Source: an optimization exercise on an open RTL-to-GDS flow (aim: small area and few clock cycles). Production flows keep margins and buffers that such runs may drop. Only simulation tests tie the RTL to the original design; equivalence was not proved. No activity file was given, so power comes from the tool's default toggle rates.

P:
==> flow/design.v <==
module mktd_classify (
  input  logic        press_i,
  input  logic [23:0] duration_i,
  input  logic [23:0] dot_time_i,
  input  logic [23:0] dash_time_i,
  input  logic [23:0] leniency_i,
  output logic        win1_o,
  output logic        win2_o
);
  localparam int W = 28;
  function automatic logic sign2(input logic [W-1:0] s, input logic [W-1:0] c, input logic ci);
    logic k;
    k = ci;
    for (int i = 0; i < W - 1; i++) k = (s[i] & c[i]) | ((s[i] | c[i]) & k);
    sign2 = s[W-1] ^ c[W-1] ^ k;
  endfunction
  logic [W-1:0] dn, t, l, nl, p2, gn, m;
  logic [W-1:0] s1, c1, s2, c2, a1, a2;
  assign dn = ~{4'd0, duration_i};
  assign t  = W'(dot_time_i);
  assign l  = W'(leniency_i);
  assign nl = ~l;
  assign p2 = press_i ? t << 1 : '0;
  assign gn = ~(press_i ? t : '0);
  assign m  = press_i ? t << 3 : W'(dash_time_i);
  assign s1 = t ^ p2 ^ dn;
  assign a1 = (t & p2) | (t & dn) | (p2 & dn);
  assign c1 = {a1[W-2:0], 1'b0};
  assign s2 = m ^ gn ^ dn;
  assign a2 = (m & gn) | (m & dn) | (gn & dn);
  assign c2 = {a2[W-2:0], 1'b1};
  function automatic logic win(input logic [W-1:0] s, input logic [W-1:0] c,
                               input logic [W-1:0] l, input logic [W-1:0] nl);
    logic [W-1:0] xa, xb;
    xa = (s & c) | (s & l) | (c & l);
    xb = (s & c) | (s & nl) | (c & nl);
    win = !sign2(s ^ c ^ l, {xa[W-2:0], 1'b0}, 1'b0) &&
          sign2(s ^ c ^ nl, {xb[W-2:0], 1'b1}, 1'b1);
  endfunction
  assign win1_o = win(s1, c1, l, nl);
  assign win2_o = win(s2, c2, l, nl);
endmodule
module mktd_decode (
  input  logic       clk_i,
  input  logic       rst_ni,
  input  logic       valid_i,
  input  logic [1:0] func_i,
  input  logic       win1_i,
  input  logic       win2_i,
  output logic       wr_o,
  output logic [6:0] entry_o
);
  logic [4:0] node_q, node_d;
  logic       pending, clear;
  logic [1:0] kind;
  assign pending = (node_q != 5'd1);
  always_comb begin
    node_d = node_q;
    wr_o   = 1'b0;
    kind   = 2'd0;
    clear  = 1'b0;
    if (valid_i) begin
      case (func_i)
        2'd0: begin
          if (win1_i) begin
            clear = 1'b1;
            wr_o  = pending;
          end else if (win2_i) begin
            clear = 1'b1;
            wr_o  = 1'b1;
            kind  = 2'd1;
          end
        end
        2'd1: begin
          if (win1_i || win2_i) begin
            if (node_q[4] || (node_q == 5'd0)) node_d = 5'd0;
            else node_d = {node_q[3:0], !win1_i};
          end
        end
        2'd2: begin
          clear = 1'b1;
          wr_o  = 1'b1;
          kind  = 2'd2;
        end
        default: ;
      endcase
    end
    if (clear) node_d = 5'd1;
  end
  assign entry_o = {node_q, kind};
  always_ff @(posedge clk_i or negedge rst_ni) begin
    if (!rst_ni) node_q <= 5'd1;
    else         node_q <= node_d;
  end
endmodule
module mktd_result_fifo (
  input  logic       clk_i,
  input  logic       rst_ni,
  input  logic       wr_i,
  input  logic [6:0] entry_i,
  output logic       full_o,
  output logic       pop_o,
  output logic       out_valid_o,
  input  logic       out_stall_i,
  output logic [6:0] character_o,
  output logic       unmatched_o,
  output logic       end_of_message_o,
  output logic       last_o
);
  logic [6:0] mem_q [2];
  logic [1:0] vld_q;
  logic       wptr_q, rptr_q;
  logic       space_q;
  logic [6:0] head;
  logic [4:0] node;
  logic [1:0] kind;
  logic       show_space, take;
  logic [6:0] c;
  assign head        = mem_q[rptr_q];
  assign node        = head[6:2];
  assign kind        = head[1:0];
  assign out_valid_o = vld_q[rptr_q];
  assign full_o      = &vld_q;
  assign show_space  = (kind == 2'd1) && (space_q || (node == 5'd1));
  assign take        = out_valid_o && !out_stall_i;
  assign pop_o       = take && last_o;
  always_comb begin
    case (node)
      5'd5:  c = 7'd65;   
      5'd24: c = 7'd66;   
      5'd26: c = 7'd67;   
      5'd12: c = 7'd68;   
      5'd2:  c = 7'd69;   
      5'd18: c = 7'd70;   
      5'd14: c = 7'd71;   
      5'd16: c = 7'd72;   
      5'd4:  c = 7'd73;   
      5'd23: c = 7'd74;   
      5'd13: c = 7'd75;   
      5'd20: c = 7'd76;   
      5'd7:  c = 7'd77;   
      5'd6:  c = 7'd78;   
      5'd15: c = 7'd79;   
      5'd22: c = 7'd80;   
      5'd29: c = 7'd81;   
      5'd10: c = 7'd82;   
      5'd8:  c = 7'd83;   
      5'd3:  c = 7'd84;   
      5'd9:  c = 7'd85;   
      5'd17: c = 7'd86;   
      5'd11: c = 7'd87;   
      5'd25: c = 7'd88;   
      5'd27: c = 7'd89;   
      5'd28: c = 7'd90;   
      default: c = 7'd0;
    endcase
  end
  assign character_o      = show_space ? 7'd32 : c;
  assign unmatched_o      = !show_space && (node != 5'd1) && (c == 7'd0);
  assign end_of_message_o = (kind == 2'd2);
  assign last_o           = (kind != 2'd1) || show_space;
  always_ff @(posedge clk_i) begin
    if (wr_i) mem_q[wptr_q] <= entry_i;
  end
  always_ff @(posedge clk_i or negedge rst_ni) begin
    if (!rst_ni) begin
      vld_q   <= '0;
      wptr_q  <= 1'b0;
      rptr_q  <= 1'b0;
      space_q <= 1'b0;
    end else begin
      if (pop_o) begin
        vld_q[rptr_q] <= 1'b0;
        rptr_q        <= !rptr_q;
      end
      if (wr_i) begin
        vld_q[wptr_q] <= 1'b1;
        wptr_q        <= !wptr_q;
      end
      if (take) space_q <= !last_o;
    end
  end
endmodule
module morse_key_timing_decoder (
  input  logic        clk_i,
  input  logic        rst_ni,
  input  logic        in_valid_i,
  output logic        in_stall_o,
  input  logic [1:0]  func_i,
  input  logic [23:0] duration_us_i,
  output logic        out_valid_o,
  input  logic        out_stall_i,
  output logic [6:0]  character_o,
  output logic        unmatched_o,
  output logic        end_of_message_o,
  output logic        last_o,
  input  logic        cfg_valid_i,
  output logic        cfg_ready_o,
  input  logic [1:0]  cfg_index_i,
  input  logic [23:0] cfg_data_i
);
  localparam logic [23:0] DOT_TIME_RST  = 24'd1000000;
  localparam logic [23:0] DASH_TIME_RST = 24'd3000000;
  localparam logic [23:0] LENIENCY_RST  = 24'd500000;
  logic [23:0] dot_time_q, dash_time_q, leniency_q;
  logic        in_accept, full, pop, win1, win2, wr;
  logic [6:0]  entry;
  assign cfg_ready_o = 1'b1;
  always_ff @(posedge clk_i or negedge rst_ni) begin
    if (!rst_ni) begin
      dot_time_q  <= DOT_TIME_RST;
      dash_time_q <= DASH_TIME_RST;
      leniency_q  <= LENIENCY_RST;
    end else if (cfg_valid_i) begin
      case (cfg_index_i)
        2'd0: dot_time_q  <= cfg_data_i;
        2'd1: dash_time_q <= cfg_data_i;
        2'd2: leniency_q  <= cfg_data_i;
        default: ;
      endcase
    end
  end
  assign in_stall_o = full && !pop && !func_i[0];
  assign in_accept  = in_valid_i && !in_stall_o;
  mktd_classify u_classify (
    .press_i     (func_i == 2'd0),
    .duration_i  (duration_us_i),
    .dot_time_i  (dot_time_q),
    .dash_time_i (dash_time_q),
    .leniency_i  (leniency_q),
    .win1_o      (win1),
    .win2_o      (win2)
  );
  mktd_decode u_decode (
    .clk_i   (clk_i),
    .rst_ni  (rst_ni),
    .valid_i (in_accept),
    .func_i  (func_i),
    .win1_i  (win1),
    .win2_i  (win2),
    .wr_o    (wr),
    .entry_o (entry)
  );
  mktd_result_fifo u_result_fifo (
    .clk_i            (clk_i),
    .rst_ni           (rst_ni),
    .wr_i             (wr),
    .entry_i          (entry),
    .full_o           (full),
    .pop_o            (pop),
    .out_valid_o      (out_valid_o),
    .out_stall_i      (out_stall_i),
    .character_o      (character_o),
    .unmatched_o      (unmatched_o),
    .end_of_message_o (end_of_message_o),
    .last_o           (last_o)
  );
endmodule
make LEC_CHECK=0 CAP_MARGIN=20 CORE_MARGIN=2 CORE_UTILIZATION=40 SLEW_MARGIN=20 finish   # period 10.0 ns
run.sh (not shown) runs the stock make flow with config.mk's settings and CLKGATE_MAP_FILE= SYNTH_SCRIPT=/design/flow/synth_recipe.tcl, a recipe that flattens the netlist after the stock synthesis.
Testbench counts of P, summed over its fixed seeds: cycles 21,393.
Input-level comparison between Q and P:
--- a/flow/design.v
+++ b/flow/design.v
@@ -217,13 +217,13 @@
         2'd1: dash_time_q <= cfg_data_i;
         2'd2: leniency_q  <= cfg_data_i;
         default: ;
       endcase
     end
   end
-  assign in_stall_o = full && !pop && !func_i[0];
+  assign in_stall_o = full && !pop && ((func_i == 2'd2) || ((func_i == 2'd0) && (win1 || win2)));
   assign in_accept  = in_valid_i && !in_stall_o;
   mktd_classify u_classify (
     .press_i     (func_i == 2'd0),
     .duration_i  (duration_us_i),
     .dot_time_i  (dot_time_q),
     .dash_time_i (dash_time_q),
Notes after the runs:
- P → Q: combinational power essentially unchanged; final cell count comparable; total length of routed wires down about 2.3%; fmax has decreased.
- On slack of the critical path, Q does worse than P.
- In Q, the area growth from synthesis to layout came out 0.22 points below the value in P.
- Lower clock period minus worst slack was reported by P, not Q.
- Changes observed in Q relative to P: standard cell area after detailed placement down 1.6%; transition time at the pin with the least slew margin down 120 ps.
- Q: full flow OK, the timing, design-rule and antenna checks passed
- The run showing the smaller final-layout clock buffer total is P.
- On global-route usage, P and Q are neck and neck.
Testbench counts of Q, summed over its fixed seeds: cycles 21,145.

-- separate check: timing with driven ports --
The flow's constraints put no driver on any port. The routed layouts listed below were extracted and timed again, unchanged, in two steps.
Step 1 assumes that a clkbuf_16 drives the clock port and a buf_2 every other input.
Step 2 moves the port delays by t, midway between the first and last clock arrival at a register: inputs arrive t later, outputs are due t later. That takes back most of the time a late clock gives input paths.
a / b / c = ideal / step 1 / step 2; a / b = the first two.
| run | shift t [ns] | setup WS [ns] | hold slack, ns | clock arrival spread, ns |
|---|---|---|---|---|
| P | 0.407 | 2.626 / 2.644 / 2.237 | 0.511 / 0.511 / 0.511 | 0.010 / 0.010 |
| Q | 0.405 | 0.619 / 0.584 / 0.584 | 0.508 / 0.508 / 0.508 | 0.012 / 0.012 |
After both steps every run listed still meets setup and hold. For P, which loses most, drivers alone change the setup slack by +0.018 ns; drivers and shift together by -0.389 ns.
